From an optimization exercise on the open Yosys and OpenROAD flow, aimed at small area, a short achievable clock period and few clock cycles per item; shortcuts taken in it are not production practice. In this exercise RTL edits were held to simulation tests only and were not proved equivalent to the original. Power and IR drop assume default switching activity.

==> flow/design.v, too long to show whole: its modules and the start of the top module <==
// module csa_fa: 10 lines
// module conv_pe_top: 1985 lines
module conv_pe_top (
    input  logic        clk,
    input  logic        rst,
    input  logic        wght_valid_i,
    input  logic [63:0] wght_i,
    output logic        wght_ready_o,
    input  logic        act_valid_i,
    input  logic [63:0] act_i,
    output logic        act_ready_o,
    output logic [23:0] result_o,
    output logic        result_valid_o
);
  // ...
==> flow/run.sh <==
#!/bin/bash
# synth_recipe.tcl (not shown) runs the flow's synth.tcl, then flattens the netlist and writes it again
# the make line also repeats each setting of config.mk as NAME=value (left out here)
make -C /OpenROAD-flow-scripts/flow DESIGN_CONFIG=/design/flow/config.mk WORK_HOME=/design/flow/orfs CLKGATE_MAP_FILE= SYNTH_SCRIPT=/design/flow/synth_recipe.tcl finish
==> flow/config.mk <==
export PLATFORM = sky130hd
export DESIGN_NAME = conv_pe_top
export DESIGN_NICKNAME = conv_pe_top
export VERILOG_FILES = /design/flow/design.v
export SDC_FILE = /design/flow/constraint.sdc
export NUM_CORES = 4
export LEC_CHECK = 0
export CAP_MARGIN = 20
export CORE_MARGIN = 2
export CORE_UTILIZATION = 40
export SETUP_SLACK_MARGIN = 2.8
export SLEW_MARGIN = 20
export SYNTH_HIERARCHICAL = 1
export SYNTH_MINIMUM_KEEP_SIZE = 0
==> flow/constraint.sdc <==
create_clock -name core_clock -period 5.0 [get_ports {clk}]
set_input_delay 1.0000 -clock core_clock [delete_from_list [all_inputs] [get_ports {clk}]]
set_output_delay 1.0000 -clock core_clock [all_outputs]
set_load 0.01 [all_outputs]
==> summary.txt, run 1 <==
Logic synthesis
  • Dominant cells by area after synthesis: sky130_fd_sc_hd__dfxtp_1 56%, sky130_fd_sc_hd__fa_1 29%, sky130_fd_sc_hd__nand2_1 4.8%, sky130_fd_sc_hd__mux2_2 2.0%, sky130_fd_sc_hd__clkbuf_1 1.3%
  • Simple-gate portion of the synthesized area: around 8.6%
  • Commonest register cell after synthesis: sky130_fd_sc_hd__dfxtp_1
  • Largest area contributor in the synthesized netlist: sky130_fd_sc_hd__dfxtp_1
  • Number of flip-flops and latches in the synthesized netlist: between 1000 and 1500
  • Largest family of logic cells by synthesized area: adder cells
  • Post-synth EDFFs: 0
  • Cell area after synthesis: 36050 µm²

Setup path
  • Worst path top cell family by delay: adder cells
  • Critical Path Most Common Cell: sky130_fd_sc_hd__fa_2
  • Worst Path Max Fanout: 4
  • Register-to-register setup slack: 2700 ps
  • Worst setup path category: reg -> reg
  • Arrival @ worst endpoint: 2830 ps

GRT
  • Vias in the first global route: 20799
  • Overall global routing resource usage: 18.49%

Final layout
  • Share of the final layout cell area in multi-input gates: between 30 and 40%
  • Buffer share of cell area: about 4.4%
  • Top Registers: wring x576, r1 x165, aq x64
  • Highest-count cells in the layout ignoring fill and taps: 868 x sky130_fd_sc_hd__dfxtp_1, 445 x sky130_fd_sc_hd__nand2_1, 444 x sky130_fd_sc_hd__fa_1

Pwr
  • Net load switching power: 0.008690 W
  • Internal power consumption: approximately 0.019 W
  • Static Leak: ~17 nW
  • Combinational logic power: between 0.008 and 0.009 W
  • Post-layout power: 0.02723 W

STA
  • Fin crit period: ~2300 ps
  • Final count of pins violating max slew: 0

Min path
  • Beginning of the worst hold path: wring[6][54]

Clocking
  • Maximum root-to-sink buffer count: 3
  • # hold bufs at CTS: 0
  • Setup bufs post-CTS: 29
  • Clock transition at path regs: approximately 60 ps

Floorplan
  • Effective utilization at floorplan: 40.23%

Outcome
  • Status: finished clean

Place
  • Instance area at placement: around 39000 µm²

Detailed routing
  • Routed length on met2: a little over 40 mm
Testbench counts, summed over its fixed seeds: cycles 8,884, windows 900.
==> inputs of run 2 (changes only) <==
--- a/flow/config.mk
+++ b/flow/config.mk
@@ -8,5 +8,7 @@
 export CAP_MARGIN = 20
 export CORE_MARGIN = 2
-export CORE_UTILIZATION = 40
+export CORE_UTILIZATION = 65
+export CTS_BUF_LIST = sky130_fd_sc_hd__clkbuf_4 sky130_fd_sc_hd__clkbuf_8
+export CTS_CLUSTER_SIZE = 30
 export SETUP_SLACK_MARGIN = 2.8
 export SLEW_MARGIN = 20
==> run 2 against run 1 <==
Routed wire length up 0.54%. First-iteration DRC count up 33%. Cell area down 0.19%. Non-clock buffer count up 25. Hold slack worse by 11 ps. Final cell count down 8.0%. Global-route usage up 12 points. Maximum frequency up 0.28%. Flip-flop and latch count unchanged. Critical endpoint is now r1[14]. Highest routed layer unchanged.
==> summary.txt, run 2 <==
Logic synthesis
  • Post-synth EDFFs: 0 (unchanged)
  • Commonest register cell after synthesis: sky130_fd_sc_hd__dfxtp_1 (unchanged)
  • Area share of the leading cell type in the synthesized netlist: 55.70% (unchanged)
  • Cell count after synthesis: 2575 (unchanged)
  • Largest area contributor in the synthesized netlist: sky130_fd_sc_hd__dfxtp_1 (unchanged)
  • Average footprint of a synthesized cell: 14.00 µm² (unchanged)
  • Sequential share of the synthesized area: 55.70% (unchanged)
  • Post-synthesis cell type count: 50 (unchanged)
  • Dominant cells by area after synthesis: sky130_fd_sc_hd__dfxtp_1 56%, sky130_fd_sc_hd__fa_1 29%, sky130_fd_sc_hd__nand2_1 4.8%, sky130_fd_sc_hd__mux2_2 2.0%, sky130_fd_sc_hd__clkbuf_1 1.3% (unchanged)
  • Fraction of registers with async set/reset: 0% (unchanged)
  • Leading cell type by number of instances after synthesis: sky130_fd_sc_hd__dfxtp_1 (unchanged)
  • Warning count from the yosys run: 8 (unchanged)
  • Most numerous cell types in the synthesized netlist: 1003 x sky130_fd_sc_hd__dfxtp_1, 525 x sky130_fd_sc_hd__fa_1, 458 x sky130_fd_sc_hd__nand2_1, 128 x sky130_fd_sc_hd__clkbuf_1, 74 x sky130_fd_sc_hd__and2_1 (unchanged)
  • Number of flip-flops and latches in the synthesized netlist: 1003 (unchanged)
  • Cell area after synthesis: 36050 µm² (unchanged)

Detailed routing
  • DR iter-0 viols: 1488 (was 1120)
  • DRC violations left: 0 (unchanged)
  • Total via count after detailed routing: 19328 (was 18579)
  • Via/cell ratio: 5.245 (was 4.639)
  • Final wirelength: 85.07 mm (was 84.62 mm)
  • Antenna Violating Nets Remaining: 0 (unchanged)
  • Average routed wire per standard cell: 23.09 µm (was 21.13 µm)
  • Drt pass-1 iters: 5 (was 6)

STA
  • Slew HR: 63.27% (was 64.45%)
  • Fin crit period: 2298 ps (was 2305 ps)
  • Tightest hold margin: 300.5 ps (was 311.7 ps)
  • Period utilization: 45.97% (was 46.09%)
  • Slew of the pin with the lowest slew margin: 551.0 ps (was 533.3 ps)
  • F_max: 0.4351 GHz (was 0.4339 GHz)
  • RSZ-0062 raised after global routing: yes (unchanged)
  • Final setup skew: 42.20 ps (was 45.56 ps)
  • Final count of pins violating max slew: 0 (unchanged)
  • Fin Setup TNS: 0 ps (unchanged)
  • Fin. Hold Viols: 0 (unchanged)
  • Final setup violation count: 0 (unchanged)

Clocking
  • CTS buffer count: 150 (was 99)
  • CTS tree: done (unchanged)
  • Clock transition at path regs: 70 ps (was 60 ps)
  • Cell at the root of the clock tree: sky130_fd_sc_hd__clkbuf_8 (was sky130_fd_sc_hd__clkbuf_16)
  • Level count of the clock H-tree: 4 (was 3)
  • Maximum root-to-sink buffer count: 3 (unchanged)
  • TritonCTS Sinks: 1003 (unchanged)
  • # hold bufs at CTS: 0 (unchanged)
  • Latest clock arrival within the worst-skew pair: 790 ps (was 660 ps)

Floorplan
  • DIE HEIGHT: 239.5 µm (was 304.2 µm)
  • Number of cell rows: 86 (was 110)
  • Total die area: 57360 µm² (was 92530 µm²)
  • Core footprint: 54990 µm² (was 89600 µm²)
  • Number of I/O pins: 159 (unchanged)
  • Die W: 239.5 µm (was 304.2 µm)
  • Effective utilization at floorplan: 65.56% (was 40.23%)

Pwr
  • Power share of the sequential group: 42.7% (was 42.2%)
  • Proportion of power drawn by combinational gates: 30.7% (was 30.6%)
  • Power density over the cells: 626.3 nW/µm² (was 633.9 nW/µm²)
  • Net load switching power: 0.008640 W (was 0.008690 W)
  • Switching Share: 32.17% (was 31.91%)
  • Static Leak: 16.94 nW (was 16.64 nW)
  • Internal power consumption: 0.01821 W (was 0.01854 W)
  • Worst vdd ir: 0.4255 mV (was 0.2864 mV)
  • Share of power burned in the clock network: 26.6% (was 27.2%)

GRT
  • Grt total ovfl: 0 (unchanged)
  • Overall global routing resource usage: 30.58% (was 18.49%)
  • Vias in the first global route: 21327 (was 20799)
  • Number of antenna violations at the first check in global routing: 1 (was 0)
  • Global-route wire length before repair: 126.3 mm (was 127.7 mm)
  • Pin count of the biggest net entering global routing: 39 (was 41)

Final layout
  • Most common library cell in the layout ignoring fill and taps: sky130_fd_sc_hd__dfxtp_1 (unchanged)
  • Number of fill cells in the layout: 3166 (was 7698)
  • Max FFs per register: 576 (unchanged)
  • Biggest register: wring (unchanged)
  • Fraction of final layout cells sized beyond drive strength 1: 25.47% (was 20.62%)
  • Highest-count cells in the layout ignoring fill and taps: 863 x sky130_fd_sc_hd__dfxtp_1, 441 x sky130_fd_sc_hd__nand2_1, 417 x sky130_fd_sc_hd__fa_1 (was 868 x sky130_fd_sc_hd__dfxtp_1, 445 x sky130_fd_sc_hd__nand2_1, 444 x sky130_fd_sc_hd__fa_1)
  • Final net count: 3509 (was 3433)
  • Top Registers: wring x576, r1 x165, aq x64 (unchanged)
  • Diodes inserted: 0 (was 1)
  • Layout overhead on the synthesized area: 18.94% (was 19.17%)

Outcome
  • Status: finished clean (unchanged)

Setup path
  • Worst Path Max Fanout: 8 (was 4)
  • Cell with the largest stage delay on the worst path: sky130_fd_sc_hd__fa_2 (unchanged)
  • Worst path top cell family by delay: adder cells (unchanged)
  • Kind of end point of the critical path: flip-flop (unchanged)
  • Slowest stage delay, CP: 560 ps (was 610 ps)
  • Buffer and inverter count on the worst path: 1 (unchanged)
  • Arrival @ worst endpoint: 3030 ps (was 2830 ps)
  • Worst endpoint required time: 5730 ps (was 5530 ps)
  • Critical Path Most Common Cell: sky130_fd_sc_hd__fa_2 (unchanged)
  • Worst setup path category: reg -> reg (unchanged)
  • Worst-path cell chain: buf_4, nand2_1, fa_2, fa_2, fa_2 (was buf_12, nand2_2, fa_1, fa_2, fa_2)
  • Startpoint class of the critical path: flip-flop (unchanged)

Place
  • # port buffers: 156 (unchanged)
  • Routability Congestion: 0.9409 (was 0.9317)
  • DP HPWL: 60.18 mm (was 64.33 mm)

Run
  • Number of violations of the max-capacitance limit: 0 (unchanged)

Min path
  • Path class of the lowest-slack min-delay path: reg -> reg (unchanged)
[run 2: cell types whose count changed in the layout (fill, tap and decap cells not counted), sizes merged]
| cell | before | now |
|---|---|---|
| buf | 73 | 97 |
| diode | 1 | 0 |
| clkinv | 30 | 16 |
| bufinv | 7 | 4 |
| clkbuf | 130 | 230 |
| clkinvlp | 1 | 3 |
[run 2: power groups by stage]
stage | Clock (W) | Sequential (W) | Combinational (W)
floorplan | 0 | 0.0110 | 0.00539
global placement | 0 | 0.0116 | 0.00755
detailed placement | 0 | 0.0116 | 0.00782
CTS | 0.00724 | 0.0115 | 0.00803
global route | 0.00763 | 0.0117 | 0.00939
finish | 0.00715 | 0.0115 | 0.00824
[run 2: what timing repair did]
action	in CTS	in global routing
setup buffers	47	24
endpoints found under the hold margin	0	0
pin swaps	33	62
resized for setup	418	125
setup endpoints to repair	212	113
gates cloned	0	0
[run 2: cells by family (layout without fill, tap and decap cells)]
group                    count (synthesis)  after routing  share of synthesized area [%]
multiplexers                            65             65                          2.031
XOR/XNOR                                24             24                         0.6040
other                                    2             10                        0.02083
AND/OR/NAND/NOR                        683            683                          8.608
flip-flops                            1003           1003                          55.70
adder cells (fa/ha/maj)                552            552                          30.09
buffers and inverters                  209            563                          2.253
AO/OA/AOI/OAI                           37             37                         0.6873
[run 2: Yosys stat by module, one instance, submodules excluded]
module	flops+latches	times used	cell area [µm²]
csa_fa	0	523	20.02
conv_pe_top	1003	1	25580
[run 2: layer usage]
metal	GRT usage (%)	up-vias	routed length (µm)	part of all wire (%)
met4	11.88	0	3221	3.8
met2	49.53	894	41000	48
li1	-	8339	-	-
met3	9.254	248	7445	8.8
met1	39.02	9847	33400	39
met5	0	-	0	0
[run 2: worst register-to-register path: cells and delay by family, from the launching register on]
kind | cells | cell delay [ps]
fa+ha+maj | 3 | 1530
buf+inv | 1 | 170
flops | 1 | 460
simple gates | 1 | 80
[run 2: area by class of cell]
cell class                      instances  area, µm²  share of cell area (%)
Sequential cell                      1003      20550                   47.93
Multi-Input combinational cell       1371      15540                   36.24
Clock buffer                          229       2895                   6.753
Timing Repair Buffer                  229       2286                   5.332
Tap cell                              748      935.9                   2.183
Clock inverter                         35      406.6                  0.9484
Inverter                               70      262.8                  0.6128
[run 2: worst paths after layout]
check                             startpoint  slack (ps)  depth (start not counted)          end
worst max register to register  wring[8][43]        2700                          5       r1[14]
worst min-delay path             wring[2][7]         300                          0  wring[1][7]
worst max-delay path            wring[8][43]        2700                          5       r1[14]
worst min register to register   wring[2][7]         300                          0  wring[1][7]
[run 2: metrics by stage]
stage | worst slack, ps | util, % | power, W | instances | instance area [µm²]
after detailed placement | 1967 | 69.22 | 0.01946 | 3350 | 38060
after global routing | 2658 | 77.98 | 0.02867 | 3685 | 42880
after global placement | 2001 | 69.22 | 0.01910 | 3350 | 38060
after CTS | 2661 | 76.99 | 0.02672 | 3661 | 42330
final | 2702 | 77.98 | 0.02685 | 3685 | 42880
after floorplan | 2793 | - | 0.01641 | 2583 | 36140
==> inputs of run 3 (changes only) <==
==> flow/flow/run.sh (new file) <==
#!/bin/bash
# The standard layout, with two resizer settings changed: cells may be
# swapped for ones of another footprint during repair, and the port buffers
# are plain buffers instead of the smallest-area (delay) buffer.
set -euo pipefail
bash standard.sh MATCH_CELL_FOOTPRINT=0 "BUFFER_PORTS_ARGS=-buffer_cell sky130_fd_sc_hd__buf_2" finish > make.log 2>&1
==> flow/standard.sh (new file) <==
#!/bin/bash
# synth_recipe.tcl (not shown) runs the flow's synth.tcl, then flattens the netlist and writes it again
# the make line also repeats each setting of config.mk as NAME=value (left out here)
make -C /OpenROAD-flow-scripts/flow DESIGN_CONFIG=/design/flow/config.mk WORK_HOME=/design/flow/orfs CLKGATE_MAP_FILE= SYNTH_SCRIPT=/design/flow/synth_recipe.tcl "${@:-finish}"
--- a/flow/config.mk
+++ b/flow/config.mk
@@ -8,7 +8,5 @@
 export CAP_MARGIN = 20
 export CORE_MARGIN = 2
-export CORE_UTILIZATION = 65
-export CTS_BUF_LIST = sky130_fd_sc_hd__clkbuf_4 sky130_fd_sc_hd__clkbuf_8
-export CTS_CLUSTER_SIZE = 30
+export CORE_UTILIZATION = 40
 export SETUP_SLACK_MARGIN = 2.8
 export SLEW_MARGIN = 20
removed: flow/run.sh
==> run 3 against run 2 <==
Still clean. Die area increased by 61%. Count of clock-buffer cells in the layout decreased by 92. Clock power increased by 7.8%. Worst setup slack improved by 5.8 ps. Flip-flop and latch count unchanged. Critical path type unchanged. Largest cell class unchanged. Largest power group unchanged.
==> summary.txt, run 3 <==
Outcome
  • Status: finished clean (unchanged)

Clocking
  • Level count of the clock H-tree: 3 (was 4)
  • CTS tree: done (unchanged)
  • CTS buffer count: 98 (was 150)
  • Clock transition at path regs: 60 ps (was 70 ps)
  • Cell at the root of the clock tree: sky130_fd_sc_hd__clkbuf_16 (was sky130_fd_sc_hd__clkbuf_8)
  • Maximum root-to-sink buffer count: 3 (unchanged)
  • Latest clock arrival within the worst-skew pair: 660 ps (was 790 ps)
  • TritonCTS Sinks: 1003 (unchanged)

Logic synthesis
  • Multiplexer share of the synthesized area: 2.031% (unchanged)
  • Sequential share of the synthesized area: 55.70% (unchanged)
  • Cell area after synthesis: 36050 µm² (unchanged)
  • Compound-Gate Fraction of Synth Area: 0.6873% (unchanged)
  • Most numerous cell types in the synthesized netlist: 1003 x sky130_fd_sc_hd__dfxtp_1, 525 x sky130_fd_sc_hd__fa_1, 458 x sky130_fd_sc_hd__nand2_1, 128 x sky130_fd_sc_hd__clkbuf_1, 74 x sky130_fd_sc_hd__and2_1 (unchanged)
  • Cell count after synthesis: 2575 (unchanged)
  • Largest area contributor in the synthesized netlist: sky130_fd_sc_hd__dfxtp_1 (unchanged)
  • Largest family of logic cells by synthesized area: adder cells (unchanged)
  • Commonest register cell after synthesis: sky130_fd_sc_hd__dfxtp_1 (unchanged)
  • Number of flip-flops and latches in the synthesized netlist: 1003 (unchanged)
  • Simple-gate portion of the synthesized area: 8.608% (unchanged)
  • Post-synthesis cell type count: 50 (unchanged)
  • Post-synth EDFFs: 0 (unchanged)
  • Average footprint of a synthesized cell: 14.00 µm² (unchanged)
  • Area share of the leading cell type in the synthesized netlist: 55.70% (unchanged)
  • Fraction of registers with async set/reset: 0% (unchanged)
  • Dominant cells by area after synthesis: sky130_fd_sc_hd__dfxtp_1 56%, sky130_fd_sc_hd__fa_1 29%, sky130_fd_sc_hd__nand2_1 4.8%, sky130_fd_sc_hd__mux2_2 2.0%, sky130_fd_sc_hd__clkbuf_1 1.3% (unchanged)
  • Warning count from the yosys run: 8 (unchanged)
  • Leading cell type by number of instances after synthesis: sky130_fd_sc_hd__dfxtp_1 (unchanged)
  • Adder-cell share of the synthesized area: 30.09% (unchanged)
  • Synth Area in XOR/XNOR: 0.6040% (unchanged)

STA
  • Fin Setup TNS: 0 ps (unchanged)
  • Slew of the pin with the lowest slew margin: 715.8 ps (was 551.0 ps)
  • Final setup skew: 24.70 ps (was 42.20 ps)
  • Final count of pins violating max slew: 0 (unchanged)
  • RSZ-0062 raised after global routing: yes (unchanged)
  • Fin. Hold Viols: 0 (unchanged)
  • Slew HR: 52.28% (was 63.27%)
  • F_max: 0.4362 GHz (was 0.4351 GHz)
  • Period utilization: 45.85% (was 45.97%)
  • Fin crit period: 2293 ps (was 2298 ps)
  • Final setup violation count: 0 (unchanged)

Pwr
  • Static Leak: 16.78 nW (was 16.94 nW)
  • Power density over the cells: 642.4 nW/µm² (was 626.3 nW/µm²)
  • Post-layout power: 0.02735 W (was 0.02685 W)
  • Worst vdd ir: 0.3326 mV (was 0.4255 mV)

GRT
  • Global routing usage on met2: 30.84% (was 49.53%)
  • Met3 usage: 4.088% (was 9.254%)
  • Most Used Layer, Global Route: met2 (unchanged)
  • Pin count of the biggest net entering global routing: 43 (was 39)
  • Grt total ovfl: 0 (unchanged)
  • Number of antenna violations at the first check in global routing: 2 (was 1)
  • Vias in the first global route: 20892 (was 21327)
  • Global-route wire length before repair: 127.0 mm (was 126.3 mm)
  • GR Layer Usage met1: 23.39% (was 39.02%)
  • Overall global routing resource usage: 18.37% (was 30.58%)

Setup path
  • Register-to-register setup slack: 2710 ps (was 2700 ps)
  • Worst Path Max Fanout: 7 (was 8)
  • Slowest stage delay, CP: 620 ps (was 560 ps)
  • Worst-path cell chain: nand2_1, fa_1, fa_2, fa_1 (was buf_4, nand2_1, fa_2, fa_2, fa_2)
  • Logic depth of the worst register-to-register path: 4 (was 5)
  • Startpoint class of the critical path: flip-flop (unchanged)
  • Buffer and inverter count on the worst path: 0 (was 1)
  • Worst endpoint required time: 5520 ps (was 5730 ps)
  • Worst path top cell family by delay: adder cells (unchanged)
  • Endpoint of the lowest-slack register-to-register path: r1[8] (was r1[14])
  • Kind of end point of the critical path: flip-flop (unchanged)
  • Arrival @ worst endpoint: 2810 ps (was 3030 ps)
  • Reg-to-reg critical path startpoint: wring[8][8] (was wring[8][43])
  • Cell with the largest stage delay on the worst path: sky130_fd_sc_hd__fa_2 (unchanged)
  • Critical Path Most Common Cell: sky130_fd_sc_hd__fa_1 (was sky130_fd_sc_hd__fa_2)
  • Worst setup path category: reg -> reg (unchanged)

Detailed routing
  • DRC violations left: 0 (unchanged)
  • Final wirelength: 84.05 mm (was 85.07 mm)
  • DR iter-0 viols: 1134 (was 1488)
  • Via/cell ratio: 4.630 (was 5.245)
  • Drt pass-1 iters: 7 (was 5)
  • Average routed wire per standard cell: 20.92 µm (was 23.09 µm)
  • Total via count after detailed routing: 18600 (was 19328)
  • Antenna Violating Nets Remaining: 0 (unchanged)

Final layout
  • Final net count: 3441 (was 3509)
  • Biggest register: wring (unchanged)
  • Highest-count cells in the layout ignoring fill and taps: 871 x sky130_fd_sc_hd__dfxtp_1, 452 x sky130_fd_sc_hd__fa_1, 443 x sky130_fd_sc_hd__nand2_1 (was 863 x sky130_fd_sc_hd__dfxtp_1, 441 x sky130_fd_sc_hd__nand2_1, 417 x sky130_fd_sc_hd__fa_1)
  • Most common library cell in the layout ignoring fill and taps: sky130_fd_sc_hd__dfxtp_1 (unchanged)
  • Layout overhead on the synthesized area: 18.10% (was 18.94%)
  • Fraction of final layout cells sized beyond drive strength 1: 25.35% (was 25.47%)
  • Number of fill cells in the layout: 7689 (was 3166)
  • Max FFs per register: 576 (unchanged)
  • Top Registers: wring x576, r1 x165, aq x64 (unchanged)

Floorplan
  • DIE HEIGHT: 304.2 µm (was 239.5 µm)
  • Die W: 304.2 µm (was 239.5 µm)
  • Effective utilization at floorplan: 40.23% (was 65.56%)
  • Core footprint: 89600 µm² (was 54990 µm²)
  • Number of cell rows: 110 (was 86)
  • Number of I/O pins: 159 (unchanged)
  • Total die area: 92530 µm² (was 57360 µm²)

Place
  • DP HPWL: 64.92 mm (was 60.18 mm)
  • # port buffers: 156 (unchanged)
  • Routability Congestion: 0.9299 (was 0.9409)

Run
  • Number of violations of the max-capacitance limit: 0 (unchanged)

Min path
  • Terminating pin of the worst hold path: wring[1][21] (was wring[1][7])
  • Beginning of the worst hold path: wring[2][21] (was wring[2][7])
  • Path class of the lowest-slack min-delay path: reg -> reg (unchanged)
  • Worst hold path depth: 0 (unchanged)
[run 3: cell counts after synthesis]
No cell type changed its count.
[run 3: metal layers]
layer | vias to the layer above | routed length [µm]
met5 | - | 18
met4 | 2 | 2725
met3 | 214 | 5493
met2 | 672 | 40740
met1 | 9514 | 35060
li1 | 8198 | -
[run 3: cells by family after synthesis]
kind of cell / after synthesis
XOR/XNOR: 24
multiplexers: 65
AND/OR/NAND/NOR: 683
buffers and inverters: 209
flip-flops: 1003
adder cells (fa/ha/maj): 552
other: 2
AO/OA/AOI/OAI: 37
[run 3: Yosys stat by module, one instance, submodules excluded]
module	area (µm²)	cells	copies in the design	flip-flops and latches
conv_pe_top	25580	2052	1	1003
csa_fa	20.02	1	523	0
[run 3: worst register-to-register path: cells and delay by family, from the launching register on]
family / cells / cell delay (ps)
fa+ha+maj: 3 / 1620
flops: 1 / 440
simple gates: 1 / 110
[run 3: worst max-delay path by stage]
stage	from	to	slack [ps]	depth (start not counted)
global route	aq[21]	r1[65]	2700	4
global placement	wght_valid_i	wring[8][7]	2320	4
detailed placement	wght_valid_i	wring[8][14]	2300	4
finish	wring[8][8]	r1[8]	2710	4
CTS	wring[8][26]	r1[8]	2740	4
floorplan	fst_t[3]	acc_s[9]	2800	6
[run 3: where the power goes]
part           switching [W]  total [W]  internal [W]
sequential           0.00125     0.0115        0.0102
clock                0.00308    0.00771       0.00463
combinational        0.00424    0.00817       0.00394
[run 3: what timing repair did]
| item | in CTS | in global routing |
|---|---|---|
| cloned | 0 | 3 |
| setup endpoints to repair | 158 | 90 |
| hold buffers | 0 | 0 |
| resized for setup | 302 | 74 |
| pin swaps | 36 | 52 |
| setup buffers | 29 | 22 |
[run 3: layout make-up]
| type | count | area, µm² | share of cell area (%) |
|---|---|---|---|
| Sequential cell | 1003 | 20560 | 48.30 |
| Multi-Input combinational cell | 1371 | 15450 | 36.30 |
| Clock buffer | 137 | 2853 | 6.701 |
| Tap cell | 1176 | 1471 | 3.456 |
| Timing Repair Buffer | 213 | 1353 | 3.177 |
| Clock inverter | 46 | 613.1 | 1.440 |
| Inverter | 70 | 266.5 | 0.6260 |
| Antenna cell | 1 | 2.502 | 0.005878 |
[run 3: through the flow]
| stage | setup WS (ps) | cells | hold slack [ps] | utilization [%] | cell area [µm²] |
|---|---|---|---|---|---|
| 6_report | 2707 | 4017 | 320.7 | 47.52 | 42570 |
| 4_1_cts | 2737 | 3991 | 317.8 | 46.99 | 42100 |
| 2_1_floorplan | 2799 | 2583 | 309.6 | - | 36140 |
| 3_3_place_gp | 2321 | 3779 | 310.0 | 42.21 | 37820 |
| 5_1_grt | 2701 | 4016 | 324.4 | 47.51 | 42570 |
| 3_5_place_dp | 2299 | 3779 | 312.1 | 42.21 | 37820 |
==> inputs of run 4 (changes only) <==
--- a/flow/config.mk
+++ b/flow/config.mk
@@ -8,5 +8,5 @@
 export CAP_MARGIN = 20
 export CORE_MARGIN = 2
-export CORE_UTILIZATION = 40
+export CORE_UTILIZATION = 65
 export SETUP_SLACK_MARGIN = 2.8
 export SLEW_MARGIN = 20
==> run 4 against run 3 <==
Non-clock buffer count is 15 lower. Still clean on timing, DRC and antenna. Synthesized cell count stayed put. Total power is 0.54% lower. Flip-flop and latch count stayed put. Via count is 2.1% higher. Clock skew is 5.9 ps lower. Global-route usage is 12 points higher. Sequential share of layout area is 0.97 points higher. Worst setup slack better by 30 ps. Sequential power hardly changed. Count of clock-buffer cells in the layout is 12 lower. Maximum frequency is 1.3% higher. Critical endpoint is now r1[11].
==> summary.txt, run 4 <==
Clocking
  • CTS buffer count: 93 (was 98)
  • Cell at the root of the clock tree: sky130_fd_sc_hd__clkbuf_16 (unchanged)
  • CTS tree: done (unchanged)
  • Latest clock arrival within the worst-skew pair: 650 ps (was 660 ps)
  • Level count of the clock H-tree: 3 (unchanged)
  • Maximum root-to-sink buffer count: 3 (unchanged)
  • Clock transition at path regs: 70 ps (was 60 ps)
  • TritonCTS Sinks: 1003 (unchanged)

Pwr
  • Static Leak: 16.59 nW (was 16.78 nW)
  • Post-layout power: 0.02720 W (was 0.02735 W)
  • Switching Share: 31.86% (was 31.32%)
  • Proportion of power drawn by combinational gates: 30.5% (was 29.9%)
  • Power share of the sequential group: 42.3% (was 41.9%)
  • Internal power consumption: 0.01854 W (was 0.01878 W)
  • Net load switching power: 0.008666 W (was 0.008566 W)
  • Share of power burned in the clock network: 27.2% (was 28.2%)
  • Worst vdd ir: 0.4627 mV (was 0.3326 mV)
  • Power density over the cells: 652.1 nW/µm² (was 642.4 nW/µm²)

Final layout
  • Fraction of final layout cells sized beyond drive strength 1: 25.03% (was 25.35%)
  • Number of fill cells in the layout: 3328 (was 7689)
  • Diodes inserted: 0 (was 1)
  • Highest-count cells in the layout ignoring fill and taps: 872 x sky130_fd_sc_hd__dfxtp_1, 448 x sky130_fd_sc_hd__nand2_1, 434 x sky130_fd_sc_hd__fa_1 (was 871 x sky130_fd_sc_hd__dfxtp_1, 452 x sky130_fd_sc_hd__fa_1, 443 x sky130_fd_sc_hd__nand2_1)
  • Max FFs per register: 576 (unchanged)
  • Layout overhead on the synthesized area: 15.73% (was 18.10%)
  • Area taken by flip-flops and latches: 20550 µm² (was 20560 µm²)
  • Top Registers: wring x576, r1 x165, aq x64 (unchanged)
  • Area of combinational cells with multiple inputs: 15470 µm² (was 15450 µm²)
  • Most common library cell in the layout ignoring fill and taps: sky130_fd_sc_hd__dfxtp_1 (unchanged)
  • Biggest register: wring (unchanged)
  • Final net count: 3421 (was 3441)

GRT
  • Number of antenna violations at the first check in global routing: 2 (unchanged)
  • Global-route wire length before repair: 125.5 mm (was 127.0 mm)
  • Grt total ovfl: 0 (unchanged)
  • Vias in the first global route: 21064 (was 20892)
  • Pin count of the biggest net entering global routing: 65 (was 43)
  • Overall global routing resource usage: 30.28% (was 18.37%)

STA
  • Fin Setup TNS: 0 ps (unchanged)
  • Slew of the pin with the lowest slew margin: 558.2 ps (was 715.8 ps)
  • Fin. Hold Viols: 0 (unchanged)
  • F_max: 0.4421 GHz (was 0.4362 GHz)
  • Slew HR: 62.79% (was 52.28%)
  • Final count of pins violating max slew: 0 (unchanged)
  • Final worst setup slack: 2738 ps (was 2707 ps)
  • Final setup skew: 18.82 ps (was 24.70 ps)
  • Period utilization: 45.24% (was 45.85%)
  • Final setup violation count: 0 (unchanged)
  • RSZ-0062 raised after global routing: yes (unchanged)
  • Fin crit period: 2262 ps (was 2293 ps)

Place
  • Routability Congestion: 0.9627 (was 0.9299)
  • Worst setup slack before clock tree synthesis: 2326 ps (was 2299 ps)
  • DP HPWL: 61.15 mm (was 64.92 mm)
  • # port buffers: 156 (unchanged)

Setup path
  • Slowest stage delay, CP: 530 ps (was 620 ps)
  • Worst Path Max Fanout: 6 (was 7)
  • Worst setup path category: reg -> reg (unchanged)
  • Arrival @ worst endpoint: 2770 ps (was 2810 ps)
  • Cell with the largest stage delay on the worst path: sky130_fd_sc_hd__fa_2 (unchanged)
  • Startpoint class of the critical path: flip-flop (unchanged)
  • Critical Path Most Common Cell: sky130_fd_sc_hd__fa_1 (unchanged)
  • Register-to-register setup slack: 2740 ps (was 2710 ps)
  • Worst endpoint required time: 5500 ps (was 5520 ps)
  • Crit path launch: wring[8][10] (was wring[8][8])
  • Reg-to-reg critical path startpoint: wring[8][10] (was wring[8][8])
  • Kind of end point of the critical path: flip-flop (unchanged)
  • Worst-path cell chain: buf_6, nand2_1, fa_2, fa_1, fa_1 (was nand2_1, fa_1, fa_2, fa_1)

Logic synthesis
  • Dominant cells by area after synthesis: sky130_fd_sc_hd__dfxtp_1 56%, sky130_fd_sc_hd__fa_1 29%, sky130_fd_sc_hd__nand2_1 4.8%, sky130_fd_sc_hd__mux2_2 2.0%, sky130_fd_sc_hd__clkbuf_1 1.3% (unchanged)
  • Commonest register cell after synthesis: sky130_fd_sc_hd__dfxtp_1 (unchanged)
  • Average footprint of a synthesized cell: 14.00 µm² (unchanged)
  • Warning count from the yosys run: 8 (unchanged)
  • Sequential share of the synthesized area: 55.70% (unchanged)
  • Cell count after synthesis: 2575 (unchanged)
  • Number of flip-flops and latches in the synthesized netlist: 1003 (unchanged)
  • Largest area contributor in the synthesized netlist: sky130_fd_sc_hd__dfxtp_1 (unchanged)
  • Area share of the leading cell type in the synthesized netlist: 55.70% (unchanged)
  • Post-synth EDFFs: 0 (unchanged)
  • Leading cell type by number of instances after synthesis: sky130_fd_sc_hd__dfxtp_1 (unchanged)
  • Fraction of registers with async set/reset: 0% (unchanged)
  • Post-synthesis cell type count: 50 (unchanged)
  • Cell area after synthesis: 36050 µm² (unchanged)
  • Most numerous cell types in the synthesized netlist: 1003 x sky130_fd_sc_hd__dfxtp_1, 525 x sky130_fd_sc_hd__fa_1, 458 x sky130_fd_sc_hd__nand2_1, 128 x sky130_fd_sc_hd__clkbuf_1, 74 x sky130_fd_sc_hd__and2_1 (unchanged)

Floorplan
  • Die W: 239.5 µm (was 304.2 µm)
  • Number of cell rows: 86 (was 110)
  • DIE HEIGHT: 239.5 µm (was 304.2 µm)
  • Number of I/O pins: 159 (unchanged)
  • Effective utilization at floorplan: 65.56% (was 40.23%)
  • Total die area: 57360 µm² (was 92530 µm²)
  • Core footprint: 54990 µm² (was 89600 µm²)

Min path
  • Beginning of the worst hold path: wring[1][47] (was wring[2][21])
  • Path class of the lowest-slack min-delay path: reg -> reg (unchanged)

Detailed routing
  • DRC violations left: 0 (unchanged)
  • Total via count after detailed routing: 18990 (was 18600)
  • Average routed wire per standard cell: 23.70 µm (was 20.92 µm)
  • DR iter-0 viols: 1425 (was 1134)
  • Final wirelength: 84.29 mm (was 84.05 mm)
  • Via/cell ratio: 5.339 (was 4.630)
  • Drt pass-1 iters: 5 (was 7)
  • Antenna Violating Nets Remaining: 0 (unchanged)

Outcome
  • Status: finished clean (unchanged)

Run
  • Number of violations of the max-capacitance limit: 0 (unchanged)
## run 4: layout make-up
| type | count | area share [%] |
|---|---|---|
| inverters | 70 | 0.6389 |
| clock buffers | 125 | 6.404 |
| repair buffers | 198 | 2.939 |
| well taps | 748 | 2.243 |
| flip-flops and latches | 1003 | 49.27 |
| multi-input cells | 1371 | 37.08 |
| clock inverters | 42 | 1.422 |
## run 4: timing repair
action	in CTS	in global routing
buffers inserted	17	21
resized for setup	285	93
hold buffers	0	0
gates cloned	0	2
endpoints found under the setup margin	193	76
pin swaps	31	42
## run 4: cell families (layout without fill, tap and decap cells)
family / Yosys count / after routing / share of synthesized area [%]
buffers and inverters: 209 / 435 / 2.253
AOI/OAI and AO/OA: 37 / 37 / 0.6873
and+or+nand+nor: 683 / 683 / 8.608
other: 2 / 10 / 0.02083
xor gates and xnor gates: 24 / 24 / 0.6040
DFF: 1003 / 1003 / 55.70
adders and majority gates: 552 / 552 / 30.09
muxes: 65 / 65 / 2.031
## run 4: power groups by stage
stage | logic (W) | registers [W] | clock network, W
after global routing | 0.00949 | 0.0117 | 0.00782
after detailed placement | 0.00798 | 0.0116 | 0
after floorplan | 0.00539 | 0.0110 | 0
after global placement | 0.00757 | 0.0116 | 0
final | 0.00830 | 0.0115 | 0.00740
after CTS | 0.00818 | 0.0115 | 0.00751
## run 4: metrics by stage
step | hold slack, ps | utilization (%) | instances | instance area, µm²
after detailed placement | 312.1 | 67.77 | 3349 | 37260
final | 318.0 | 75.87 | 3557 | 41720
after floorplan | 309.6 | - | 2583 | 36140
after global placement | 309.5 | 67.77 | 3349 | 37260
after CTS | 316.1 | 74.98 | 3533 | 41230
after global routing | 315.5 | 75.87 | 3557 | 41720
## run 4: worst max-delay path: cells and delay by family, from the launching register on
kind	cells	cell delay, ps
adders and majority gates	3	1430
DFF	1	440
buffers and inverters	1	160
and+or+nand+nor	1	80
## run 4: path summary, 6_finish.rpt
kind,cells past startpoint,to
hold / removal,0,wring[0][47]
hold reg to reg,0,wring[0][47]
setup / recovery,5,r1[11]
setup reg to reg,5,r1[11]
## run 4: Yosys stat by module (local to each module, per instance)
module / times used / cells / area (µm²) / flops+latches
conv_pe_top: 1 / 2052 / 25580 / 1003
csa_fa: 523 / 1 / 20.02 / 0
## run 4: per-layer routing
layer | GRT usage (%) | vias up | routed length, µm
met3 | 6.996 | 262 | 6352
met4 | 10.61 | 2 | 3597
met1 | 40.72 | 9707 | 34620
met2 | 48.99 | 879 | 39710
li1 | - | 8140 | -
met5 | 0 | - | 13
==> inputs of run 5 (changes only) <==
--- a/flow/config.mk
+++ b/flow/config.mk
@@ -9,5 +9,5 @@
 export CORE_MARGIN = 2
 export CORE_UTILIZATION = 65
-export SETUP_SLACK_MARGIN = 2.8
+export SETUP_SLACK_MARGIN = 2.7
 export SLEW_MARGIN = 20
 export SYNTH_HIERARCHICAL = 1
==> run 5 against run 4 <==
Still clean. Maximum frequency is 3.2% lower. Total power is 0.80% lower. Register-to-register slack worse by 80 ps. Cell area is 1.4% lower. Final cell count is 0.67% lower. Sequential power hardly changed. Worst setup slack worse by 76 ps. Hold slack worse by 9.6 ps. Largest power group unchanged. Highest routed layer unchanged.
==> summary.txt, run 5 <==
Place
  • Routability Congestion: 0.9592 (was 0.9627)
  • # port buffers: 156 (unchanged)
  • DP HPWL: 62.08 mm (was 61.15 mm)
  • Instance area at placement: 37270 µm² (was 37260 µm²)

STA
  • F_max: 0.4277 GHz (was 0.4421 GHz)
  • Final setup violation count: 0 (unchanged)
  • Slew HR: 55.68% (was 62.79%)
  • Fin. Hold Viols: 0 (unchanged)
  • RSZ-0062 raised after global routing: yes (unchanged)
  • Fin crit period: 2338 ps (was 2262 ps)
  • Fin Setup TNS: 0 ps (unchanged)
  • Final setup skew: 31.42 ps (was 18.82 ps)
  • Slew of the pin with the lowest slew margin: 664.8 ps (was 558.2 ps)
  • Period utilization: 46.76% (was 45.24%)
  • Final count of pins violating max slew: 0 (unchanged)

Detailed routing
  • DR iter-0 viols: 1444 (was 1425)
  • Drt pass-1 iters: 6 (was 5)
  • Total via count after detailed routing: 18766 (was 18990)
  • Average routed wire per standard cell: 23.27 µm (was 23.70 µm)
  • Antenna Violating Nets Remaining: 0 (unchanged)
  • Final wirelength: 82.22 mm (was 84.29 mm)
  • Via/cell ratio: 5.312 (was 5.339)
  • DRC violations left: 0 (unchanged)

Logic synthesis
  • Commonest register cell after synthesis: sky130_fd_sc_hd__dfxtp_1 (unchanged)
  • Dominant cells by area after synthesis: sky130_fd_sc_hd__dfxtp_1 56%, sky130_fd_sc_hd__fa_1 29%, sky130_fd_sc_hd__nand2_1 4.8%, sky130_fd_sc_hd__mux2_2 2.0%, sky130_fd_sc_hd__clkbuf_1 1.3% (unchanged)
  • Warning count from the yosys run: 8 (unchanged)
  • Most numerous cell types in the synthesized netlist: 1003 x sky130_fd_sc_hd__dfxtp_1, 525 x sky130_fd_sc_hd__fa_1, 458 x sky130_fd_sc_hd__nand2_1, 128 x sky130_fd_sc_hd__clkbuf_1, 74 x sky130_fd_sc_hd__and2_1 (unchanged)
  • Number of flip-flops and latches in the synthesized netlist: 1003 (unchanged)
  • Cell area after synthesis: 36050 µm² (unchanged)
  • Cell count after synthesis: 2575 (unchanged)
  • Area share of the leading cell type in the synthesized netlist: 55.70% (unchanged)
  • Post-synth EDFFs: 0 (unchanged)
  • Fraction of registers with async set/reset: 0% (unchanged)
  • Sequential share of the synthesized area: 55.70% (unchanged)
  • Post-synthesis cell type count: 50 (unchanged)
  • Average footprint of a synthesized cell: 14.00 µm² (unchanged)
  • Leading cell type by number of instances after synthesis: sky130_fd_sc_hd__dfxtp_1 (unchanged)
  • Largest area contributor in the synthesized netlist: sky130_fd_sc_hd__dfxtp_1 (unchanged)

Final layout
  • Diodes inserted: 0 (unchanged)
  • Area taken by flip-flops and latches: 20480 µm² (was 20550 µm²)
  • Top Registers: wring x576, r1 x165, aq x64 (unchanged)
  • Number of fill cells in the layout: 3392 (was 3328)
  • Final cell area excluding filler cells: 41140 µm² (was 41720 µm²)
  • Most common library cell in the layout ignoring fill and taps: sky130_fd_sc_hd__dfxtp_1 (unchanged)
  • Area of combinational cells with multiple inputs: 15270 µm² (was 15470 µm²)
  • Fraction of final layout cells sized beyond drive strength 1: 21.04% (was 25.03%)
  • Max FFs per register: 576 (unchanged)
  • Biggest register: wring (unchanged)
  • Layout overhead on the synthesized area: 14.13% (was 15.73%)
  • Highest-count cells in the layout ignoring fill and taps: 874 x sky130_fd_sc_hd__dfxtp_1, 507 x sky130_fd_sc_hd__fa_1, 454 x sky130_fd_sc_hd__nand2_1 (was 872 x sky130_fd_sc_hd__dfxtp_1, 448 x sky130_fd_sc_hd__nand2_1, 434 x sky130_fd_sc_hd__fa_1)
  • Fin util: 74.82% (was 75.87%)
  • Final net count: 3393 (was 3421)

Setup path
  • Worst endpoint required time: 5490 ps (was 5500 ps)
  • Worst Path Max Fanout: 9 (was 6)
  • Buffer and inverter count on the worst path: 0 (was 1)
  • Logic depth of the worst register-to-register path: 4 (was 5)
  • Total stage count of the critical path: 4 (was 5)
  • Startpoint class of the critical path: flip-flop (unchanged)
  • Slowest stage delay, CP: 580 ps (was 530 ps)
  • Arrival @ worst endpoint: 2830 ps (was 2770 ps)
  • Worst setup path category: reg -> reg (unchanged)
  • Critical Path Most Common Cell: sky130_fd_sc_hd__fa_1 (unchanged)
  • Kind of end point of the critical path: flip-flop (unchanged)
  • Worst-path cell chain: nand2_1, fa_1, fa_2, fa_1 (was buf_6, nand2_1, fa_2, fa_1, fa_1)
  • Cell with the largest stage delay on the worst path: sky130_fd_sc_hd__fa_1 (was sky130_fd_sc_hd__fa_2)
  • Worst path top cell family by delay: adder cells (unchanged)

GRT
  • Overall global routing resource usage: 30.13% (was 30.28%)
  • Vias in the first global route: 20984 (was 21064)
  • Global-route wire length before repair: 124.8 mm (was 125.5 mm)
  • Number of antenna violations at the first check in global routing: 2 (unchanged)
  • Grt total ovfl: 0 (unchanged)
  • Pin count of the biggest net entering global routing: 65 (unchanged)

Floorplan
  • Effective utilization at floorplan: 65.56% (unchanged)
  • Number of cell rows: 86 (unchanged)
  • Number of I/O pins: 159 (unchanged)
  • Die W: 239.5 µm (unchanged)
  • Total die area: 57360 µm² (unchanged)
  • DIE HEIGHT: 239.5 µm (unchanged)
  • Core footprint: 54990 µm² (unchanged)

Outcome
  • Status: finished clean (unchanged)

Pwr
  • Power density over the cells: 655.9 nW/µm² (was 652.1 nW/µm²)
  • Static Leak: 16.41 nW (was 16.59 nW)
  • Worst vdd ir: 0.4423 mV (was 0.4627 mV)

Clocking
  • Maximum root-to-sink buffer count: 3 (unchanged)
  • Level count of the clock H-tree: 3 (unchanged)
  • Clock transition at path regs: 70 ps (about the same)
  • Latest clock arrival within the worst-skew pair: 650 ps (about the same)
  • Cell at the root of the clock tree: sky130_fd_sc_hd__clkbuf_16 (unchanged)
  • CTS buffer count: 92 (was 93)
  • TritonCTS Sinks: 1003 (unchanged)
  • CTS tree: done (unchanged)

Run
  • Number of violations of the max-capacitance limit: 0 (unchanged)

Min path
  • Worst hold path depth: 0 (unchanged)
  • Path class of the lowest-slack min-delay path: reg -> reg (unchanged)
==> run 5: area by class of cell <==
class	instances	share of cell area, %
Clock buffer	127	6.234
Inverter	70	0.6478
Clock inverter	43	1.673
Tap cell	748	2.275
Multi-Input combinational cell	1371	37.11
Timing Repair Buffer	171	2.290
Sequential cell	1003	49.77
==> run 5: routing by layer <==
layer | wire [µm] | part of all wire, % | track usage (%) | up-vias
li1 | - | - | - | 8083
met1 | 33530 | 41 | 40.49 | 9575
met2 | 39090 | 48 | 48.78 | 909
met3 | 6845 | 8.3 | 6.558 | 197
met4 | 2744 | 3.3 | 11.21 | 2
met5 | 13 | 0.016 | 0 | -
==> run 5: final timing paths <==
kind                      from      endpoint  slack, ps
hold reg to reg   wring[2][54]  wring[1][54]        310
setup reg to reg  wring[8][34]        r1[58]       2660
hold / removal    wring[2][54]  wring[1][54]        310
setup / recovery  wring[8][34]        r1[58]       2660
==> run 5: cell families after synthesis <==
kind of cell / share of synthesized area, %
mux: 2.031
simple gates: 8.608
xor+xnor: 0.6040
other cells: 0.02083
fa+ha+maj: 30.09
compound gates: 0.6873
buf+inv: 2.253
flops: 55.70
==> run 5: what timing repair did <==
action,in CTS,in global routing
endpoints found under the setup margin,140,68
hold buffers,0,0
pin swaps,1,8
buffers inserted,2,11
resized for setup,189,64
==> run 5: modules after synthesis (local to each module, per instance) <==
module,flip-flops and latches,cell area (µm²),cells inside,copies in the design
conv_pe_top,1003,25580,2052,1
csa_fa,0,20.02,1,523
==> run 5: metrics by stage <==
step                hold slack (ps)  std cells  power, W  worst slack [ps]
floorplan                     309.6       2583   0.01639              2726
global placement              309.9       3350   0.01910              2366
detailed placement            312.1       3350   0.01957              2358
CTS                           308.9       3522   0.02714              2641
global route                  326.1       3533   0.02880              2666
finish                        308.4       3533   0.02698              2662
==> run 5: report_power, final <==
part | total, W | leakage [nW] | switching (W) | internal (W)
sequential | 0.0115 | 8.48 | 0.00131 | 0.0102
combinational | 0.00810 | 6.35 | 0.00426 | 0.00383
clock | 0.00735 | 1.58 | 0.00303 | 0.00432
==> inputs of run 6 (changes only) <==
--- a/flow/config.mk
+++ b/flow/config.mk
@@ -9,5 +9,7 @@
 export CORE_MARGIN = 2
 export CORE_UTILIZATION = 65
-export SETUP_SLACK_MARGIN = 2.7
+export CTS_CLUSTER_DIAMETER = 150
+export CTS_CLUSTER_SIZE = 30
+export SETUP_SLACK_MARGIN = 2.8
 export SLEW_MARGIN = 20
 export SYNTH_HIERARCHICAL = 1
==> run 6 against run 5 <==
Still clean on timing, DRC and antenna. Synthesized cell count unchanged. Combinational power rose by 2%. Clock power decreased by 49%. Register-to-register slack gained 70 ps. Maximum frequency is 3.0% higher. Total power shrank 13%. Via count is 1.8% lower. Die area is the same. Final cell count decreased by 2.5%. Routed wire length shrank 2.6%. Flip-flop and latch count did not move. Critical path type unchanged.
==> summary.txt, run 6 <==
GRT
  • Global routing usage on met2: 44.84% (was 48.78%)
  • Grt total ovfl: 0 (unchanged)
  • Pin count of the biggest net entering global routing: 65 (unchanged)
  • Vias in the first global route: 19734 (was 20984)
  • GR Layer Usage met1: 39.69% (was 40.49%)
  • Most Used Layer, Global Route: met2 (unchanged)
  • Met3 usage: 5.866% (was 6.558%)
  • Global-route wire length before repair: 117.7 mm (was 124.8 mm)
  • Overall global routing resource usage: 28.21% (was 30.13%)
  • Number of antenna violations at the first check in global routing: 3 (was 2)

Final layout
  • Highest-count cells in the layout ignoring fill and taps: 872 x sky130_fd_sc_hd__dfxtp_1, 448 x sky130_fd_sc_hd__nand2_1, 443 x sky130_fd_sc_hd__fa_1 (was 874 x sky130_fd_sc_hd__dfxtp_1, 507 x sky130_fd_sc_hd__fa_1, 454 x sky130_fd_sc_hd__nand2_1)
  • Biggest register: wring (unchanged)
  • Fraction of final layout cells sized beyond drive strength 1: 22.07% (was 21.04%)
  • Final cell count without fillers: 3444 (was 3533)
  • Layout overhead on the synthesized area: 9.816% (was 14.13%)
  • Diodes inserted: 0 (unchanged)
  • Max FFs per register: 576 (unchanged)
  • Number of fill cells in the layout: 3591 (was 3392)
  • Most common library cell in the layout ignoring fill and taps: sky130_fd_sc_hd__dfxtp_1 (unchanged)
  • Final net count: 3378 (was 3393)
  • Fin util: 71.99% (was 74.82%)
  • Top Registers: wring x576, r1 x165, aq x64 (unchanged)

Logic synthesis
  • Area share of the leading cell type in the synthesized netlist: 55.70% (unchanged)
  • Adder-cell share of the synthesized area: 30.09% (unchanged)
  • Compound-Gate Fraction of Synth Area: 0.6873% (unchanged)
  • Post-synthesis cell type count: 50 (unchanged)
  • Sequential share of the synthesized area: 55.70% (unchanged)
  • Dominant cells by area after synthesis: sky130_fd_sc_hd__dfxtp_1 56%, sky130_fd_sc_hd__fa_1 29%, sky130_fd_sc_hd__nand2_1 4.8%, sky130_fd_sc_hd__mux2_2 2.0%, sky130_fd_sc_hd__clkbuf_1 1.3% (unchanged)
  • Most numerous cell types in the synthesized netlist: 1003 x sky130_fd_sc_hd__dfxtp_1, 525 x sky130_fd_sc_hd__fa_1, 458 x sky130_fd_sc_hd__nand2_1, 128 x sky130_fd_sc_hd__clkbuf_1, 74 x sky130_fd_sc_hd__and2_1 (unchanged)
  • Leading cell type by number of instances after synthesis: sky130_fd_sc_hd__dfxtp_1 (unchanged)
  • Warning count from the yosys run: 8 (unchanged)
  • Number of flip-flops and latches in the synthesized netlist: 1003 (unchanged)
  • Fraction of registers with async set/reset: 0% (unchanged)
  • Cell count after synthesis: 2575 (unchanged)
  • Cell area after synthesis: 36050 µm² (unchanged)
  • Post-synth EDFFs: 0 (unchanged)
  • Synth Area in XOR/XNOR: 0.6040% (unchanged)
  • Largest family of logic cells by synthesized area: adder cells (unchanged)
  • Commonest register cell after synthesis: sky130_fd_sc_hd__dfxtp_1 (unchanged)
  • Largest area contributor in the synthesized netlist: sky130_fd_sc_hd__dfxtp_1 (unchanged)
  • Simple-gate portion of the synthesized area: 8.608% (unchanged)
  • Multiplexer share of the synthesized area: 2.031% (unchanged)
  • Average footprint of a synthesized cell: 14.00 µm² (unchanged)

Place
  • # port buffers: 156 (unchanged)
  • DP HPWL: 61.15 mm (was 62.08 mm)
  • Placed cell count: 3349 (was 3350)
  • Routability Congestion: 0.9627 (was 0.9592)

Pwr
  • Power density over the cells: 593.5 nW/µm² (was 655.9 nW/µm²)
  • Switching Share: 33.44% (was 31.90%)
  • Static Leak: 15.57 nW (was 16.41 nW)
  • Internal power consumption: 0.01564 W (was 0.01838 W)
  • Power share of the sequential group: 48.7% (was 42.7%)
  • Post-layout power: 0.02349 W (was 0.02698 W)
  • Worst vdd ir: 0.4102 mV (was 0.4423 mV)
  • Proportion of power drawn by combinational gates: 35.2% (was 30.0%)
  • Share of power burned in the clock network: 16.1% (was 27.2%)
  • Net load switching power: 0.007856 W (was 0.008607 W)

STA
  • Fin Setup TNS: 0 ps (unchanged)
  • RSZ-0062 raised after global routing: yes (unchanged)
  • Final setup violation count: 0 (unchanged)
  • Slew of the pin with the lowest slew margin: 1092 ps (was 664.8 ps)
  • Fin crit period: 2271 ps (was 2338 ps)
  • Slew HR: 27.21% (was 55.68%)
  • Final setup skew: 27.86 ps (was 31.42 ps)
  • F_max: 0.4404 GHz (was 0.4277 GHz)
  • Final count of pins violating max slew: 0 (unchanged)
  • Period utilization: 45.41% (was 46.76%)
  • Fin. Hold Viols: 0 (unchanged)

Clocking
  • CTS buffer count: 39 (was 92)
  • Maximum root-to-sink buffer count: 3 (unchanged)
  • Clock transition at path regs: 120 ps (was 70 ps)
  • # hold bufs at CTS: 0 (unchanged)
  • TritonCTS Sinks: 1003 (unchanged)
  • Latest clock arrival within the worst-skew pair: 620 ps (was 650 ps)
  • Cell at the root of the clock tree: sky130_fd_sc_hd__clkbuf_16 (unchanged)
  • Level count of the clock H-tree: 2 (was 3)
  • CTS tree: done (unchanged)

Detailed routing
  • Total via count after detailed routing: 18433 (was 18766)
  • DR iter-0 viols: 1450 (was 1444)
  • Via/cell ratio: 5.352 (was 5.312)
  • Antenna Violating Nets Remaining: 0 (unchanged)
  • DRC violations left: 0 (unchanged)
  • Drt pass-1 iters: 7 (was 6)
  • Average routed wire per standard cell: 23.26 µm (was 23.27 µm)
  • Final wirelength: 80.10 mm (was 82.22 mm)

Setup path
  • Worst endpoint required time: 5500 ps (was 5490 ps)
  • Worst-path cell chain: buf_4, nand2_1, fa_1, fa_2, fa_1 (was nand2_1, fa_1, fa_2, fa_1)
  • Kind of end point of the critical path: flip-flop (unchanged)
  • Worst Path Max Fanout: 4 (was 9)
  • Worst setup path category: reg -> reg (unchanged)
  • Startpoint class of the critical path: flip-flop (unchanged)
  • Slowest stage delay, CP: 650 ps (was 580 ps)
  • Arrival @ worst endpoint: 2780 ps (was 2830 ps)
  • Cell with the largest stage delay on the worst path: sky130_fd_sc_hd__fa_2 (was sky130_fd_sc_hd__fa_1)
  • Critical Path Most Common Cell: sky130_fd_sc_hd__fa_1 (unchanged)

Floorplan
  • Number of I/O pins: 159 (unchanged)
  • Core footprint: 54990 µm² (unchanged)
  • DIE HEIGHT: 239.5 µm (unchanged)
  • Die W: 239.5 µm (unchanged)
  • Total die area: 57360 µm² (unchanged)
  • Effective utilization at floorplan: 65.56% (unchanged)
  • Number of cell rows: 86 (unchanged)

Outcome
  • Status: finished clean (unchanged)

Min path
  • Path class of the lowest-slack min-delay path: reg -> reg (unchanged)

Run
  • Number of violations of the max-capacitance limit: 0 (unchanged)
run 6: power groups by stage:
stage	registers [W]	logic [W]	clock network [W]
after floorplan	0.0110	0.00539	0
after global placement	0.0116	0.00757	0
final	0.0114	0.00828	0.00377
after detailed placement	0.0116	0.00798	0
after CTS	0.0115	0.00809	0.00385
after global routing	0.0116	0.00943	0.00412
run 6: logic make-up after synthesis:
group / Yosys count
adder cells (fa/ha/maj): 552
multiplexers: 65
XOR/XNOR: 24
buffers and inverters: 209
AND/OR/NAND/NOR: 683
other: 2
AO/OA/AOI/OAI: 37
flip-flops: 1003
run 6: layout make-up:
class | count | area (µm²) | area share (%)
flip-flops and latches | 1003 | 20550 | 51.91
multi-input cells | 1371 | 15450 | 39.04
repair buffers | 209 | 1336 | 3.376
clock buffers | 40 | 1001 | 2.529
well taps | 748 | 935.9 | 2.364
inverters | 70 | 266.5 | 0.6732
clock inverters | 3 | 45.04 | 0.1138
run 6: per-layer routing:
| metal | up-vias | wire length (µm) |
|---|---|---|
| met5 | - | 26 |
| met4 | 4 | 2636 |
| met3 | 189 | 6473 |
| met2 | 847 | 37460 |
| met1 | 9413 | 33510 |
| li1 | 7980 | - |
run 6: critical path: cells and delay by family, from the launching register on:
family	cells	cell delay, ps
buf+inv	1	150
fa+ha+maj	3	1550
simple gates	1	70
flops	1	400
run 6: repair_timing:
action / in CTS / in global routing
resized for setup: 268 / 105
buffers inserted: 13 / 38
cloned: 0 / 1
endpoints found under the hold margin: 0 / 0
pin swaps: 14 / 56
endpoints found under the setup margin: 189 / 78
run 6: final timing paths:
path	to	start	slack (ps)	cells after the start
hold reg to reg	wring[5][8]	wring[6][8]	320	0
setup / recovery	r1[14]	wring[8][10]	2730	5
setup reg to reg	r1[14]	wring[8][10]	2730	5
hold / removal	wring[5][8]	wring[6][8]	320	0
run 6: through the flow:
stage                     instance area (µm²)  hold WS, ps  setup slack [ps]
after global routing                    39590        318.5              2707
after CTS                               38930        318.6              2742
after global placement                  37260        309.5              2378
final                                   39590        318.4              2729
after detailed placement                37260        312.1              2326
after floorplan                         36140        309.6              2799
run 6: Yosys stat by module, one instance, submodules excluded:
| module | cells | flip-flops and latches | cell area, µm² |
|---|---|---|---|
| conv_pe_top | 2052 | 1003 | 25580 |
| csa_fa | 1 | 0 | 20.02 |
==> inputs of run 7 (changes only) <==
--- a/flow/config.mk
+++ b/flow/config.mk
@@ -8,7 +8,5 @@
 export CAP_MARGIN = 20
 export CORE_MARGIN = 2
-export CORE_UTILIZATION = 65
-export CTS_CLUSTER_DIAMETER = 150
-export CTS_CLUSTER_SIZE = 30
+export CORE_UTILIZATION = 75
 export SETUP_SLACK_MARGIN = 2.8
 export SLEW_MARGIN = 20
==> run 7 against run 6 <==
Still clean on timing, DRC and antenna. Total power rose by 18%. Via count is 11% higher. Clock power increased by 85%. Count of clock-buffer cells in the layout is 92 higher. Hold slack improved by 3.4 ps. Sequential share of layout area fell by 2.5 points. Die area fell by 13%. Maximum frequency is 2.4% lower. Highest routed layer unchanged.
==> summary.txt, run 7 <==
STA
  • Fin Setup TNS: 0 ps (unchanged)
  • Slew of the pin with the lowest slew margin: 562.0 ps (was 1092 ps)
  • Final setup skew: 21.52 ps (was 27.86 ps)
  • Slew HR: 62.53% (was 27.21%)
  • Final count of pins violating max slew: 0 (unchanged)
  • Fin. Hold Viols: 0 (unchanged)
  • F_max: 0.4299 GHz (was 0.4404 GHz)
  • Fin crit period: 2326 ps (was 2271 ps)
  • Tightest hold margin: 321.8 ps (was 318.4 ps)
  • Period utilization: 46.52% (was 45.41%)
  • RSZ-0062 raised after global routing: yes (unchanged)
  • Final setup violation count: 0 (unchanged)

Pwr
  • Net load switching power: 0.009322 W (was 0.007856 W)
  • Internal power consumption: 0.01836 W (was 0.01564 W)
  • Switching Share: 33.67% (was 33.44%)
  • Share of power burned in the clock network: 25.2% (was 16.1%)
  • Static Leak: 16.58 nW (was 15.57 nW)
  • Power density over the cells: 665.0 nW/µm² (was 593.5 nW/µm²)
  • Proportion of power drawn by combinational gates: 32.8% (was 35.2%)
  • Power share of the sequential group: 42.0% (was 48.7%)
  • Worst vdd ir: 0.6538 mV (was 0.4102 mV)

GRT
  • Number of antenna violations at the first check in global routing: 5 (was 3)
  • Grt total ovfl: 0 (unchanged)
  • Global-route wire length before repair: 141.2 mm (was 117.7 mm)
  • Pin count of the biggest net entering global routing: 35 (was 65)
  • Vias in the first global route: 23017 (was 19734)
  • Overall global routing resource usage: 39.77% (was 28.21%)

Final layout
  • Layout overhead on the synthesized area: 15.48% (was 9.816%)
  • Final cell area excluding filler cells: 41630 µm² (was 39590 µm²)
  • Biggest register: wring (unchanged)
  • Max FFs per register: 576 (unchanged)
  • Final net count: 3439 (was 3378)
  • Most common library cell in the layout ignoring fill and taps: sky130_fd_sc_hd__dfxtp_1 (unchanged)
  • Fin util: 87.56% (was 71.99%)
  • Final cell count without fillers: 3441 (was 3444)
  • Top Registers: wring x576, r1 x165, aq x64 (unchanged)
  • Fraction of final layout cells sized beyond drive strength 1: 26.31% (was 22.07%)
  • Number of fill cells in the layout: 1859 (was 3591)
  • Highest-count cells in the layout ignoring fill and taps: 869 x sky130_fd_sc_hd__dfxtp_1, 445 x sky130_fd_sc_hd__nand2_1, 411 x sky130_fd_sc_hd__fa_1 (was 872 x sky130_fd_sc_hd__dfxtp_1, 448 x sky130_fd_sc_hd__nand2_1, 443 x sky130_fd_sc_hd__fa_1)

Clocking
  • Clock transition at path regs: 70 ps (was 120 ps)
  • Level count of the clock H-tree: 3 (was 2)
  • TritonCTS Sinks: 1003 (unchanged)
  • CTS buffer count: 90 (was 39)
  • Cell at the root of the clock tree: sky130_fd_sc_hd__clkbuf_16 (unchanged)
  • CTS tree: done (unchanged)
  • Maximum root-to-sink buffer count: 3 (unchanged)
  • # hold bufs at CTS: 0 (unchanged)
  • Latest clock arrival within the worst-skew pair: 680 ps (was 620 ps)

Logic synthesis
  • Leading cell type by number of instances after synthesis: sky130_fd_sc_hd__dfxtp_1 (unchanged)
  • Post-synth EDFFs: 0 (unchanged)
  • Synth Area in XOR/XNOR: 0.6040% (unchanged)
  • Sequential share of the synthesized area: 55.70% (unchanged)
  • Number of flip-flops and latches in the synthesized netlist: 1003 (unchanged)
  • Multiplexer share of the synthesized area: 2.031% (unchanged)
  • Largest area contributor in the synthesized netlist: sky130_fd_sc_hd__dfxtp_1 (unchanged)
  • Cell area after synthesis: 36050 µm² (unchanged)
  • Dominant cells by area after synthesis: sky130_fd_sc_hd__dfxtp_1 56%, sky130_fd_sc_hd__fa_1 29%, sky130_fd_sc_hd__nand2_1 4.8%, sky130_fd_sc_hd__mux2_2 2.0%, sky130_fd_sc_hd__clkbuf_1 1.3% (unchanged)
  • Largest family of logic cells by synthesized area: adder cells (unchanged)
  • Cell count after synthesis: 2575 (unchanged)
  • Adder-cell share of the synthesized area: 30.09% (unchanged)
  • Fraction of registers with async set/reset: 0% (unchanged)
  • Commonest register cell after synthesis: sky130_fd_sc_hd__dfxtp_1 (unchanged)
  • Simple-gate portion of the synthesized area: 8.608% (unchanged)
  • Post-synthesis cell type count: 50 (unchanged)
  • Area share of the leading cell type in the synthesized netlist: 55.70% (unchanged)
  • Compound-Gate Fraction of Synth Area: 0.6873% (unchanged)
  • Most numerous cell types in the synthesized netlist: 1003 x sky130_fd_sc_hd__dfxtp_1, 525 x sky130_fd_sc_hd__fa_1, 458 x sky130_fd_sc_hd__nand2_1, 128 x sky130_fd_sc_hd__clkbuf_1, 74 x sky130_fd_sc_hd__and2_1 (unchanged)
  • Average footprint of a synthesized cell: 14.00 µm² (unchanged)
  • Warning count from the yosys run: 8 (unchanged)

Place
  • Routability Congestion: 0.9648 (was 0.9627)
  • Instance area at placement: 37100 µm² (was 37260 µm²)
  • Placed cell count: 3217 (was 3349)
  • # port buffers: 156 (unchanged)
  • DP HPWL: 61.33 mm (was 61.15 mm)

Min path
  • Terminating pin of the worst hold path: wring[2][12] (was wring[5][8])
  • Worst hold path depth: 0 (unchanged)
  • Beginning of the worst hold path: wring[3][12] (was wring[6][8])
  • Path class of the lowest-slack min-delay path: reg -> reg (unchanged)

Run
  • Number of violations of the max-capacitance limit: 0 (unchanged)

Setup path
  • Kind of end point of the critical path: flip-flop (unchanged)
  • Register-to-register setup slack: 2670 ps (was 2730 ps)
  • Worst setup path category: reg -> reg (unchanged)
  • Reg-to-reg critical path startpoint: wring[8][18] (was wring[8][10])
  • Worst Path Max Fanout: 9 (was 4)
  • Endpoint of the lowest-slack register-to-register path: r1[14] (unchanged)
  • Logic depth of the worst register-to-register path: 4 (was 5)
  • Arrival @ worst endpoint: 2870 ps (was 2780 ps)
  • Startpoint class of the critical path: flip-flop (unchanged)
  • Worst endpoint required time: 5540 ps (was 5500 ps)

Detailed routing
  • DR iter-0 viols: 2101 (was 1450)
  • Antenna Violating Nets Remaining: 0 (unchanged)
  • Drt pass-1 iters: 6 (was 7)
  • Average routed wire per standard cell: 28.62 µm (was 23.26 µm)
  • Final wirelength: 98.49 mm (was 80.10 mm)
  • DRC violations left: 0 (unchanged)
  • Total via count after detailed routing: 20470 (was 18433)
  • Via/cell ratio: 5.949 (was 5.352)

Floorplan
  • Number of I/O pins: 159 (unchanged)
  • Number of cell rows: 80 (was 86)
  • DIE HEIGHT: 223.2 µm (was 239.5 µm)
  • Effective utilization at floorplan: 75.82% (was 65.56%)
  • Core footprint: 47550 µm² (was 54990 µm²)
  • Die W: 223.2 µm (was 239.5 µm)
  • Total die area: 49830 µm² (was 57360 µm²)

Outcome
  • Status: finished clean (unchanged)
-- run 7: cell families (layout without fill, tap and decap cells) --
group                      Yosys count  after routing
AOI/OAI and AO/OA                   37             37
adders and majority gates          552            552
DFF                               1003           1003
and+or+nand+nor                    683            683
other                                2             12
xor gates and xnor gates            24             24
buffers and inverters              209            450
muxes                               65             65
-- run 7: worst max-delay path by stage --
| stage | start | to | slack, ps | cells past startpoint |
|---|---|---|---|---|
| floorplan | fst_t[3] | acc_s[9] | 2800 | 6 |
| global placement | wght_valid_i | wring[8][7] | 2140 | 4 |
| detailed placement | wght_valid_i | wring[8][63] | 2090 | 4 |
| CTS | fst_t[3] | acc_s[4] | 2730 | 4 |
| global route | wring[8][11] | r1[14] | 2680 | 5 |
| finish | wring[8][18] | r1[14] | 2670 | 4 |
-- run 7: power by group through the flow --
stage | Sequential [W] | Clock [W] | Combinational, W
3_3_place_gp | 0.0115 | 0 | 0.00726
3_5_place_dp | 0.0116 | 0 | 0.00783
4_1_cts | 0.0116 | 0.00693 | 0.00848
2_1_floorplan | 0.0110 | 0 | 0.00539
5_1_grt | 0.0118 | 0.00728 | 0.0100
6_report | 0.0116 | 0.00697 | 0.00907
-- run 7: worst max-delay path, stage by stage, from the launching register on --
cell and delay (ps):
sky130_fd_sc_hd__dfxtp_4 460, sky130_fd_sc_hd__nand2_1 140, sky130_fd_sc_hd__fa_1 530, sky130_fd_sc_hd__fa_2 630, sky130_fd_sc_hd__fa_1 430
-- run 7: modules after synthesis (local to each module, per instance) --
| module | times used | cell area [µm²] | cells inside |
|---|---|---|---|
| conv_pe_top | 1 | 25580 | 2052 |
| csa_fa | 523 | 20.02 | 1 |
-- run 7: through the flow --
step | setup slack [ps] | total power (W)
final | 2674 | 0.02768
after global placement | 2141 | 0.01879
after global routing | 2681 | 0.02903
after CTS | 2730 | 0.02697
after detailed placement | 2090 | 0.01946
after floorplan | 2799 | 0.01641
-- run 7: repair_timing --
item                                    CTS  global route
gates resized for setup                 294           131
pin swaps                                27            64
cloned                                    0             1
endpoints found under the setup margin  213            98
setup buffers                            26            34
-- run 7: final cells by class --
class                   count  area, µm²  area share [%]
flip-flops and latches   1003      20550           49.37
repair buffers            219       1503           3.610
clock inverters            29      359.1          0.8626
inverters                  70      266.5          0.6402
clock buffers             132       2613           6.276
well taps                 615      769.5           1.848
diodes                      2      5.005         0.01202
multi-input cells        1371      15560           37.38
-- run 7: metal layers --
layer,part of all wire (%),global-route usage [%]
met1,33,46.09
met3,11,13.06
met4,7.8,20.91
met5,0.038,0
met2,48,66.45

port drivers added, routing unchanged:
Ports are ideal in the flow. The routed layouts listed here were re-timed in OpenROAD.
Step 1, drivers: a clkbuf_16 drives clk and a buf_2 each remaining input, both assumed.
Step 2 also shifts input and output timing later by t, the mid clock arrival at the registers, as if the neighbouring blocks saw the same clock.
Three values: ideal ports, drivers, drivers and shift; two values: the first two.
| run | shift t [ns] | slack for setup (ns) |
|---|---|---|
| run 1 | 0.703 | 2.695 / 2.695 / 2.185 |
| run 2 | 0.828 | 2.702 / 2.690 / 2.212 |
| run 3 | 0.714 | 2.707 / 2.707 / 2.289 |
| run 4 | 0.710 | 2.738 / 2.738 / 2.580 |
| run 5 | 0.699 | 2.662 / 2.662 / 2.662 |
| run 6 | 0.667 | 2.729 / 2.729 / 2.483 |
| run 7 | 0.723 | 2.674 / 2.674 / 2.295 |
After both steps setup and hold are still met in every run listed.
